Background: an optimization exercise with open tools, aiming at small area and a short achievable clock period. Do not read the settings as production practice. Function was checked by simulation only, so behaviour that the tests miss may differ from the original. Power and IR drop assume default switching activity.

Setup of run 1:
Design dma_fifo, start of the top module:
module dma_fifo #(
  parameter int DATA_WIDTH = 32,
  parameter int DEPTH      = 64
) (
  input  logic                    clk,
  input  logic                    rst,
  input  logic                    flush,
  input  logic                    fifo_wen,
  input  logic [DATA_WIDTH-1:0]   fifo_wdata,
  input  logic                    fifo_rden,
  output logic [DATA_WIDTH-1:0]   fifo_rdata,
  output logic                    fifo_is_empty,
  output logic                    fifo_is_full,
  output logic [$clog2(DEPTH):0]  fifo_count,
  output logic                    ovf,
  output logic                    udf
);
Size in the first run: roughly 6200 cells after synthesis, ~74000 um2 of cells after synthesis.
clock: 4.0 ns
lec_check: 0
cap_margin: 20
core_margin: 2
core_utilization: 50
cts_cluster_diameter: 100
cts_cluster_size: 25
setup_slack_margin: 1.9
slew_margin: 20
synth_hierarchical: 1
synth_minimum_keep_size: 0
run.sh (not shown) runs the stock make flow with config.mk's settings and CLKGATE_MAP_FILE= SYNTH_SCRIPT=/design/flow/synth_recipe.tcl, a recipe that flattens the netlist after the stock synthesis.
diff inputs: run 1 => run 2
Settings: a change of SETUP_SLACK_MARGIN from 1.9 to 1.75.
### Flow results
Summary of run 2 over run 1: core area saw little to no change; fraction of area in multi-input gates rose by 0.59 points; area growth from synthesis to layout saw a decrease.
Higher global router's overall resource usage was reported by run 1, not run 2.
The following lists how run 3 was set up differently from run 2:
Settings: a change of CORE_UTILIZATION from 50 to 55.
Run 3 and run 2 ended up with nearly the same share of total power in the clock network.
Status: final area parity (run 2, run 3)
Number of placed cells counting well taps: run 3 vs run 2 down 2.0%
Against run 2 as the reference, run 3 delivers a higher layout overhead on the synthesized area.
Between run 2 and run 3, the combinational cell fraction of total power figures differ only marginally.
Of the two values seen for highest routing layer actually used, met5 was produced by run 3 and met4 by run 2.
Total number of vias: run 3 vs run 2 — no meaningful difference
Run 3 reached the end of the flow, and the finished layout is clean on the timing, design-rule and antenna checks.
Summary of run 3 over run 2: worst setup slack before clock tree synthesis went down; fraction of area in clock buffers and inverters closely matched the old numbers.
Setup changes, run 3 to run 4
Settings: swapping 1.75 for 2.0 in SETUP_SLACK_MARGIN; swapping 55 for 50 in CORE_UTILIZATION.
==> notes.md <==
- Relative to run 3, final non-filler cell area increased by 7.4% in run 4.
- As far as count of pins over their slew limit goes, run 3 and run 4 are indistinguishable; the numbers are identical.
- ~same data arrival time of the critical path in run 3 and run 4
- Compared to run 3, run 4 has fraction of cell area in non-clock buffers 5.1 points higher.
- Relative to run 3, run 4 degrades die outline area.
- Run 4 vs run 3: post-detailed-routing wire length up by more than 10%
- Run 4 vs run 3 — fraction of layout instances using a drive strength above 1 rose 6.8 points.
diff inputs: run 4 => run 5
Settings: swapping 20 for 10 in SLEW_MARGIN; swapping 20 for 10 in CAP_MARGIN; swapping 2.0 for 1.75 in SETUP_SLACK_MARGIN.
==> comparison <==
Diff run 4 and run 5: global-route wire length before repair lower in run 5. Diff run 4 -> run 5: total power consumption of the routed design shrank by 0.00033 W, vias per cell about even. Sequential share of layout area | run 5 above run 4. Clock power share in run 5 is 0.2 points below run 4. For run 5, the worst hold-check path type was in2reg, unlike run 4, where it was reg2reg. Non-clock buffer count: run 5 < run 4.

========
run F:
dma_fifo, a different RTL version from the one above (not shown whole).
Size in the first run: roughly 5700 cells after synthesis, ~2200 flip-flops, roughly 80 I/O pins.
## dma_fifo
module dma_fifo #(
  parameter int DATA_WIDTH = 32,
  parameter int DEPTH      = 64
) (
  input  logic                    clk,
  input  logic                    rst,
  input  logic                    flush,
  input  logic                    fifo_wen,
  input  logic [DATA_WIDTH-1:0]   fifo_wdata,
  input  logic                    fifo_rden,
  output logic [DATA_WIDTH-1:0]   fifo_rdata,
  output logic                    fifo_is_empty,
  output logic                    fifo_is_full,
  output logic [$clog2(DEPTH):0]  fifo_count,
  output logic                    ovf,
  output logic                    udf
);
==> flow/config.mk <==
export PLATFORM = sky130hd
export DESIGN_NAME = dma_fifo
export DESIGN_NICKNAME = dma_fifo
export VERILOG_FILES = /design/flow/design.v
export SDC_FILE = /design/flow/constraint.sdc
export NUM_CORES = 4
export LEC_CHECK = 0
export CAP_MARGIN = 20
export CORE_MARGIN = 2
export CORE_UTILIZATION = 50
export CTS_CLUSTER_DIAMETER = 100
export CTS_CLUSTER_SIZE = 30
export SETUP_SLACK_MARGIN = 2.0
export SLEW_MARGIN = 20
export SYNTH_HIERARCHICAL = 1
export SYNTH_MINIMUM_KEEP_SIZE = 0
export TNS_END_PERCENT = 10
==> flow/constraint.sdc <==
create_clock -name core_clock -period 4.0 [get_ports {clk}]
set_input_delay 0.8000 -clock core_clock [delete_from_list [all_inputs] [get_ports {clk}]]
set_output_delay 0.8000 -clock core_clock [all_outputs]
set_load 0.01 [all_outputs]
For run C, these inputs were changed with respect to run F:
diff --git a/flow/config.mk b/flow/config.mk
--- a/flow/config.mk
+++ b/flow/config.mk
@@ -11,3 +11,2 @@
-export CTS_CLUSTER_DIAMETER = 100
-export CTS_CLUSTER_SIZE = 30
-export SETUP_SLACK_MARGIN = 2.0
+export GPL_TIMING_DRIVEN = 1
+export SETUP_SLACK_MARGIN = 1.0
@@ -17 +15,0 @@
-export TNS_END_PERCENT = 10
## What came out
Run C completed end to end with timing, DRC and antenna clean. Both conditions hold for run F: the flow ran to the end and the final layout passed the timing, design-rule and antenna checks. Summary of run C over run F: met2 usage went down 0.47 points, post-route total power went up 31%, global-route usage went down 0.52 points.

what the ideal ports hide:
The flow's constraints put no driver on any port. The routed layouts listed below were extracted and timed again, unchanged, in two steps. Step 1 assumes that a clkbuf_16 drives the clock port and a buf_2 every other input. Step 2 also shifts input and output timing later by t, the mid clock arrival at the registers, as if the neighbouring blocks saw the same clock. Slacks: ideal / step 1 / step 2; pairs: ideal / step 1.
run | shift t [ns] | setup slack, ns | worst slew at a driven data input, ns
run 1 | 0.834 | 1.632 / 1.540 / 1.111 | 0.04
run 2 | 0.823 | 1.684 / 1.606 / 1.005 | 0.06
run 3 | 0.842 | 1.649 / 1.563 / 0.960 | 0.04
run 4 | 0.845 | 1.643 / 1.551 / 1.031 | 0.05
run 5 | 0.823 | 1.684 / 1.606 / 1.005 | 0.06
run F | 0.824 | 1.204 / 1.204 / 0.873 | 0.14
run C | 0.899 | 1.043 / 1.043 / 0.431 | 0.07
After both steps setup and hold are still met in every run listed. The setup slack of run 3, which loses most, moves by -0.086 ns with the drivers and by -0.689 ns with both steps.
